Context: an optimization exercise on an open-source flow, tuned for small area, a short achievable clock period and few clock cycles. The choices shown serve that exercise and are no tape-out recipe.
The RTL was checked by simulation tests, not by an equivalence proof against the original design.

==> wip/onyx <==
Design julia_escape_time_iterator_top, start of the top module:
module julia_escape_time_iterator_top (
  input  wire logic        clk,
  input  wire logic        rst,
  input  wire logic        start,
  output      logic        busy,
  input  wire logic [9:0]  pixel_col,
  input  wire logic [9:0]  pixel_row,
  output      logic        done,
  output      logic [15:0] iteration_count,
  input  wire logic        cfg_write,
  input  wire logic [2:0]  cfg_index,
  input  wire logic [31:0] cfg_data
);
clock: 13.0 ns
lec_check: 0
cap_margin: 20
core_margin: 2
core_utilization: 40
slew_margin: 20
tns_end_percent: 20
standard.sh (not shown) runs the stock make flow with config.mk's settings and CLKGATE_MAP_FILE= SYNTH_SCRIPT=/design/flow/synth_recipe.tcl, a recipe that flattens the netlist after the stock synthesis.
==> flow/flow/run.sh <==
#!/bin/bash
set -o pipefail
MARGIN=$(cat flow/margin.txt)
bash standard.sh SETUP_SLACK_MARGIN="$MARGIN" finish > standard_finish.log 2>&1
==> flow/flow/margin.txt <==
8
==> wip/garnet (differences from wip/onyx) <==
--- a/flow/design.v
+++ b/flow/design.v
@@ -2094,11 +2094,12 @@
 endmodule
 module jeti_mu (
   input  wire [9:0]  cp,
   input  wire [31:0] iz,
   input  wire [20:0] sh,
-  output wire [35:0] v
+  output wire [43:0] s,
+  output wire [43:0] c
 );
   wire u_bn0, u_bo0, u_bt0;
   assign u_bn0 = cp[1];
   assign u_bo0 = cp[0] ^ 1'b0;
   assign u_bt0 = (cp[1] & ~cp[0] & ~1'b0) | (~cp[1] & cp[0] & 1'b0);
@@ -2530,14 +2531,12 @@
   assign u_s136 = sh[18] ^ ~(((u_bo4 & iz[31]) | (u_bt4 & iz[31])) ^ u_bn4) ^ u_c134;
   assign u_c136 = (sh[18] & ~(((u_bo4 & iz[31]) | (u_bt4 & iz[31])) ^ u_bn4)) | (sh[18] & u_c134) | (~(((u_bo4 & iz[31]) | (u_bt4 & iz[31])) ^ u_bn4) & u_c134);
   wire u_s137, u_c137;
   assign u_s137 = sh[19] ^ 1'b1;
   assign u_c137 = sh[19] & 1'b1;
-  wire [43:0] s0 = {1'b1, ~sh[20], u_c136, u_c135, u_c133, u_c131, u_c128, u_c125, u_c121, u_c117, u_c112, u_s111, u_c103, u_c99, u_c95, u_c91, u_c87, u_c83, u_c79, u_c75, u_c71, u_c67, u_c63, u_c59, u_c55, u_c51, u_c47, u_c43, u_c39, u_c35, u_c31, u_c27, u_c23, u_c19, u_s18, u_c11, u_s10, u_s7, u_s4, u_s2, u_c0, (((u_bo1 & iz[0]) | (u_bt1 & 1'b0)) ^ u_bn1), (((u_bo0 & iz[1]) | (u_bt0 & iz[0])) ^ u_bn0), (((u_bo0 & iz[0]) | (u_bt0 & 1'b0)) ^ u_bn0)};
-  wire [43:0] s1 = {1'b0, u_c137, u_s137, u_s136, u_s135, u_s133, u_s131, u_s128, u_s125, u_s121, u_s117, u_s112, u_s107, u_s103, u_s99, u_s95, u_s91, u_s87, u_s83, u_s79, u_s75, u_s71, u_s67, u_s63, u_s59, u_s55, u_s51, u_s47, u_s43, u_s39, u_s35, u_s31, u_s27, u_s23, u_s19, u_s15, u_s11, u_s8, u_s5, u_s3, u_s1, u_s0, 1'b0, u_bn0};
-  wire [43:0] sum = s0 + s1;
-  assign v = sum[43:8];
+  assign s = {1'b1, ~sh[20], u_c136, u_c135, u_c133, u_c131, u_c128, u_c125, u_c121, u_c117, u_c112, u_s111, u_c103, u_c99, u_c95, u_c91, u_c87, u_c83, u_c79, u_c75, u_c71, u_c67, u_c63, u_c59, u_c55, u_c51, u_c47, u_c43, u_c39, u_c35, u_c31, u_c27, u_c23, u_c19, u_s18, u_c11, u_s10, u_s7, u_s4, u_s2, u_c0, (((u_bo1 & iz[0]) | (u_bt1 & 1'b0)) ^ u_bn1), (((u_bo0 & iz[1]) | (u_bt0 & iz[0])) ^ u_bn0), (((u_bo0 & iz[0]) | (u_bt0 & 1'b0)) ^ u_bn0)};
+  assign c = {1'b0, u_c137, u_s137, u_s136, u_s135, u_s133, u_s131, u_s128, u_s125, u_s121, u_s117, u_s112, u_s107, u_s103, u_s99, u_s95, u_s91, u_s87, u_s83, u_s79, u_s75, u_s71, u_s67, u_s63, u_s59, u_s55, u_s51, u_s47, u_s43, u_s39, u_s35, u_s31, u_s27, u_s23, u_s19, u_s15, u_s11, u_s8, u_s5, u_s3, u_s1, u_s0, 1'b0, u_bn0};
 endmodule
 module jeti_cx (
   input  wire [57:0] x0,
   input  wire [57:0] x1,
   input  wire [57:0] x2,
@@ -3604,23 +3603,35 @@
   logic k3, k4, k2;
   assign k3 = (cfg.power_mode == jeti_pkg::MODE_CUBE);
   assign k4 = (cfg.power_mode == jeti_pkg::MODE_FOURTH);
   assign k2 = !k3 && !k4;
   logic        busy_r;
-  logic        m_v, m_ph;
+  logic        m_v;
+  logic [1:0]  m_ph;
   logic [9:0]  m_cp, m_row;
   logic [3:0]  m_tag;
   logic [35:0] m_x;
+  logic        r_v;
+  logic [35:0] r_x, r_y;
+  logic [3:0]  r_tag;
+  logic        mv;
   logic [20:0] mu_sh;
+  logic [43:0] mu_s, mu_c;
+  logic [35:0] mr_s, mr_c;
+  logic [8:0]  mu_lo;
+  logic        mr_ci;
   logic [35:0] mu_v;
-  assign mu_sh = m_ph ? cfg.vertical_shift : cfg.horizontal_shift;
+  assign mu_sh = m_ph[0] ? cfg.vertical_shift : cfg.horizontal_shift;
   jeti_mu u_mu (
     .cp (m_cp),
     .iz ({1'b0, cfg.inverse_zoom}),
     .sh (mu_sh),
-    .v  (mu_v)
+    .s  (mu_s),
+    .c  (mu_c)
   );
+  assign mu_lo = {1'b0, mu_s[7:0]} + {1'b0, mu_c[7:0]};
+  assign mu_v  = mr_s + mr_c + {35'b0, mr_ci};
   logic        a_v, a_first;
   logic [6:0]  a_st;
   logic [25:0] a_x, a_y;
   logic [10:0] a_xu, a_yu;
   logic        a_xb, a_yb;
@@ -3638,12 +3649,12 @@
   logic [25:0] gm_r;
   logic [28:0] gm_m;
   logic [57:0] gm_s, gm_c;
   assign sq1_a = a_k4p2 ? a_r1[26:0] : {a_x[25], a_x};
   assign sq2_a = a_k4p2 ? a_r2[26:0] : {a_y[25], a_y};
-  assign gm_r  = a_k3p3 ? a_y : a_x;
-  assign gm_m  = a_k3p2 ? a_r1 : (a_k3p3 ? a_r2 : (a_k4p2 ? a_r1 : {{3{a_y[25]}}, a_y}));
+  assign gm_r  = a_x;
+  assign gm_m  = (a_k3p2 || a_k3p3 || a_k4p2) ? a_r1 : {{3{a_y[25]}}, a_y};
   jeti_sq u_sq1 (.a(sq1_a), .s(sq1_s), .c(sq1_c));
   jeti_sq u_sq2 (.a(sq2_a), .s(sq2_s), .c(sq2_c));
   jeti_gm u_gm  (.r(gm_r), .m(gm_m), .s(gm_s), .c(gm_c));
   logic        b_v, b_first;
   logic [6:0]  b_st;
@@ -3697,24 +3708,21 @@
   logic [33:0] cx_v;
   logic [57:0] cr_row, ci_row;
   assign cr_row = {{2{cfg.constant_real[31]}}, cfg.constant_real, 24'b0};
   assign ci_row = {{2{cfg.constant_imag[31]}}, cfg.constant_imag, 24'b0};
   always_comb begin
-    if (b_k3p2) begin
-      cx0 = b_gms;
-      cx1 = b_gmc;
-    end else if (b_k4p2) begin
+    if (b_k4p2) begin
       cx0 = {b_sq1s[56:0], 1'b0};
       cx1 = {b_sq1c[56:0], 1'b0};
     end else begin
       cx0 = b_sq1s;
       cx1 = b_sq1c;
     end
     cx_neg = b_k2 || b_k4p2;
     cx2 = cx_neg ? ~b_sq2s : '0;
     cx3 = cx_neg ? ~b_sq2c : '0;
-    cx4 = (b_k2 || b_k3p2 || b_k4p2) ? cr_row : '0;
+    cx4 = (b_k2 || b_k4p2) ? cr_row : '0;
   end
   jeti_cx u_cx (
     .x0 (cx0),
     .x1 (cx1),
     .x2 (cx2),
@@ -3730,18 +3738,18 @@
       cy0 = {b_gms[56:0], 1'b0};
       cy1 = {b_gmc[56:0], 1'b0};
     end else if (b_k4p2) begin
       cy0 = {b_gms[55:0], 2'b0};
       cy1 = {b_gmc[55:0], 2'b0};
-    end else if (b_k3p3 || b_k4p1) begin
+    end else if (b_k3p2 || b_k3p3 || b_k4p1) begin
       cy0 = b_gms;
       cy1 = b_gmc;
     end else begin
       cy0 = b_sq2s;
       cy1 = b_sq2c;
     end
-    cy2 = (b_k2 || b_k3p3 || b_k4p2) ? ci_row : '0;
+    cy2 = b_k3p2 ? cr_row : ((b_k2 || b_k3p3 || b_k4p2) ? ci_row : '0);
   end
   jeti_cy u_cy (
     .x0 (cy0),
     .x1 (cy1),
     .x2 (cy2),
@@ -3758,11 +3766,11 @@
   assign lim1  = (base1 == cfg.iteration_limit);
   assign stop0 = zl || esc;
   logic        wx, wy, fin;
   logic [6:0]  n_st;
   logic [15:0] n_cnt;
-  assign wx = b_k2 || b_k3p2 || b_k4p2;
+  assign wx = b_k2 || b_k4p2;
   assign wy = b_k2 || b_k3p3 || b_k4p2;
   assign n_st = {b_k4p1, b_p0 && k4, b_k3p2, b_k3p1, b_p0 && k3, b_k3p3 || b_k4p2, b_k2};
   always_comb begin
     n_cnt = b_cnt;
     fin   = 1'b0;
@@ -3778,36 +3786,58 @@
     end
     if (!b_v) fin = 1'b0;
   end
   logic ld, accept, free_b;
   assign free_b = !b_v || fin;
-  assign ld     = m_v && m_ph && free_b;
+  assign ld     = r_v && free_b;
   assign accept = start && !busy_r;
   always_ff @(posedge clk) begin
     if (ld) begin
-      a_x     <= m_x[25:0];
-      a_xu    <= m_x[35:25];
-      a_y     <= mu_v[25:0];
-      a_yu    <= mu_v[35:25];
+      a_x     <= r_x[25:0];
+      a_xu    <= r_x[35:25];
+      a_y     <= r_y[25:0];
+      a_yu    <= r_y[35:25];
       a_first <= 1'b1;
       a_st    <= {5'b0, !k2, k2};
-      a_tag   <= m_tag;
+      a_tag   <= r_tag;
     end else begin
-      a_x     <= wx ? cx_v[25:0] : (b_k4p1 ? cy_v[25:0] : b_x);
-      a_xu    <= wx ? {{2{cx_v[33]}}, cx_v[33:25]} : b_xu;
-      a_y     <= wy ? cy_v[25:0] : b_y;
-      a_yu    <= wy ? {{2{cy_v[33]}}, cy_v[33:25]} : b_yu;
+      if (wx) begin
+        a_x  <= cx_v[25:0];
+        a_xu <= {{2{cx_v[33]}}, cx_v[33:25]};
+      end else if (b_k3p2 || b_k3p3) begin
+        a_x  <= b_y;
+        a_xu <= b_yu;
+      end else if (b_k4p1) begin
+        a_x  <= cy_v[25:0];
+        a_xu <= b_xu;
+      end else begin
+        a_x  <= b_x;
+        a_xu <= b_xu;
+      end
+      if (wy) begin
+        a_y  <= cy_v[25:0];
+        a_yu <= {{2{cy_v[33]}}, cy_v[33:25]};
+      end else if (b_k3p2) begin
+        a_y  <= cy_v[25:0];
+        a_yu <= {{2{cy_v[33]}}, cy_v[33:25]};
+      end else begin
+        a_y  <= b_y;
+        a_yu <= b_yu;
+      end
       a_first <= 1'b0;
       a_st    <= n_st;
       a_tag   <= b_tag;
     end
     if (b_p0) begin
       a_r1 <= {3'b0, cx_v[25:0]};
       a_r2 <= {3'b0, cy_v[25:0]};
     end else if (b_k3p1 || b_k4p1) begin
       a_r1 <= p1;
       a_r2 <= p2;
+    end else if (b_k3p2) begin
+      a_r1 <= b_r2;
+      a_r2 <= b_r1;
     end else begin
       a_r1 <= b_r1;
       a_r2 <= b_r2;
     end
     a_cnt <= n_cnt;
@@ -3833,43 +3863,41 @@
     for (int i = 0; i < 16; i++) begin
       if (to_rob && (f_tag == 4'(i))) rob[i] <= f_cnt;
     end
     out_cnt <= out_rob ? rob[head] : f_cnt;
   end
-  logic       m_v_n0, m_ph_n0, m_v_n1, m_ph_n1, busy_n0, busy_n1;
+  assign mv = m_v && (m_ph == 2'd2) && !r_v;
+  logic       m_v_n, r_v_n0, r_v_n1, busy_n0, busy_n1;
+  logic [1:0] m_ph_n;
   logic [4:0] nout_n;
   always_comb begin
-    m_v_n0  = m_v && !(m_ph && !b_v);
-    m_ph_n0 = m_ph || m_v;
-    m_v_n1  = m_v && !m_ph;
-    m_ph_n1 = m_v;
-    if (accept) begin
-      m_v_n0  = 1'b1;
-      m_ph_n0 = 1'b0;
-      m_v_n1  = 1'b1;
-      m_ph_n1 = 1'b0;
-    end
-    nout_n  = nout + 5'(accept) - 5'(out_now);
-    busy_n0 = (m_v_n0 && !(m_ph_n0 && !a_v)) || (nout_n == 5'd16);
-    busy_n1 = (m_v_n1 && !(m_ph_n1 && !a_v)) || (nout_n == 5'd16);
+    m_v_n  = (m_v && !mv) || accept;
+    m_ph_n = accept ? 2'd0 : (m_v ? ((m_ph == 2'd0) ? 2'd1 : 2'd2) : m_ph);
+    r_v_n0 = mv || (r_v && b_v);
+    r_v_n1 = mv;
+    nout_n = nout + 5'(accept) - 5'(out_now);
+    busy_n0 = (m_v_n && !((m_ph_n == 2'd2) && !r_v_n0)) || (nout_n == 5'd16);
+    busy_n1 = (m_v_n && !((m_ph_n == 2'd2) && !r_v_n1)) || (nout_n == 5'd16);
   end
   always_ff @(posedge clk) begin
     if (rst) begin
       m_v    <= 1'b0;
-      m_ph   <= 1'b0;
+      m_ph   <= 2'd0;
+      r_v    <= 1'b0;
       a_v    <= 1'b0;
       b_v    <= 1'b0;
       f_v    <= 1'b0;
       done_r <= 1'b0;
       busy_r <= 1'b0;
       rv     <= '0;
       head   <= '0;
       tail   <= '0;
       nout   <= '0;
     end else begin
-      m_v    <= fin ? m_v_n1 : m_v_n0;
-      m_ph   <= fin ? m_ph_n1 : m_ph_n0;
+      m_v    <= m_v_n;
+      m_ph   <= m_ph_n;
+      r_v    <= fin ? r_v_n1 : r_v_n0;
       a_v    <= ld || (b_v && !fin);
       b_v    <= a_v;
       f_v    <= fin;
       done_r <= out_now;
       busy_r <= fin ? busy_n1 : busy_n0;
@@ -3885,16 +3913,26 @@
   always_ff @(posedge clk) begin
     if (!busy_r) begin
       m_cp  <= {~pixel_col[9], pixel_col[8:0]};
       m_row <= pixel_row;
       m_tag <= tail;
-    end else if (m_v && !m_ph) begin
+    end else if (m_v && (m_ph == 2'd0)) begin
       m_cp  <= {~m_row[9], m_row[8:0]};
     end
-    if (m_v && !m_ph) begin
+    if (m_v && (m_ph != 2'd2)) begin
+      mr_s  <= mu_s[43:8];
+      mr_c  <= mu_c[43:8];
+      mr_ci <= mu_lo[8];
+    end
+    if (m_v && (m_ph == 2'd1)) begin
       m_x <= mu_v;
     end
+    if (mv) begin
+      r_x   <= m_x;
+      r_y   <= mu_v;
+      r_tag <= m_tag;
+    end
   end
   assign busy            = busy_r;
   assign done            = done_r;
   assign iteration_count = out_cnt;
 endmodule
ABC_AREA = 1   (was not set)
==> summary of the runs <==
wip/garnet finished with timing, DRC and antenna clean. wip/onyx went through all stages and came out clean. Between wip/garnet and wip/onyx, the lower global-route usage is in wip/garnet (gap 1.2 points). Fmax: wip/garnet is higher than wip/onyx (about 11%). In wip/garnet the die area is larger than in wip/onyx, by about 0.43%. Against wip/garnet, the count of clock-buffer cells in the layout of wip/onyx is lower by 33.
==> figures <==
| metric | wip/garnet | wip/onyx |
|---|---|---|
| Run status | finished clean | finished clean |
| Count of flip-flops with a built-in enable after synthesis | 463 | 316 |
| Well-Tap Cells | 3570 | 3552 |
| Number of inverters outside the clock class in the layout | 2211 | 1441 |
| Post-synthesis share of cell area spent on full adders, half adders and majority gates | 0.287 | 0.289 |
| Worst slew margin relative to its limit | 0.123 | 0.169 |
| Clock network share of area | 0.0436 | 0.0395 |
| Post-synthesis xor/xnor area fraction | 0.0531 | 0.0187 |
| Met1 wire length | 187000 um | 179000 um |
Testbench counts of wip/onyx, summed over its fixed seeds: cycles 33,229.
Testbench counts of wip/garnet, summed over its fixed seeds: cycles 33,176.

-- afterwards: timing with drivers on the ports --
How much do the figures lean on ideal ports? The routed layouts below were timed once more, with nothing changed but the port constraints.
Step 1, drivers: a clkbuf_16 drives clk and a buf_2 each remaining input, both assumed.
Step 2 times the ports against the registers' clock, not the clock port: input delays grow and output delays shrink by t, the midpoint of the rising clock arrivals with the driver on.
a / b / c = ideal ports / drivers / drivers and shift; a / b = the first two.
| run | shift t [ns] | slack for setup (ns) | worst register clock-pin slew, ns | cell pins on the clock port's net |
|---|---|---|---|---|
| wip/onyx | 0.909 | 7.336 / 7.336 / 7.336 | 0.09 / 0.09 | 1 |
| wip/garnet | 0.934 | 7.884 / 7.884 / 7.790 | 0.07 / 0.07 | 1 |
After both steps every run listed still meets setup and hold. The setup slack of wip/garnet, which loses most, moves by 0.000 ns with the drivers and by -0.094 ns with both steps.
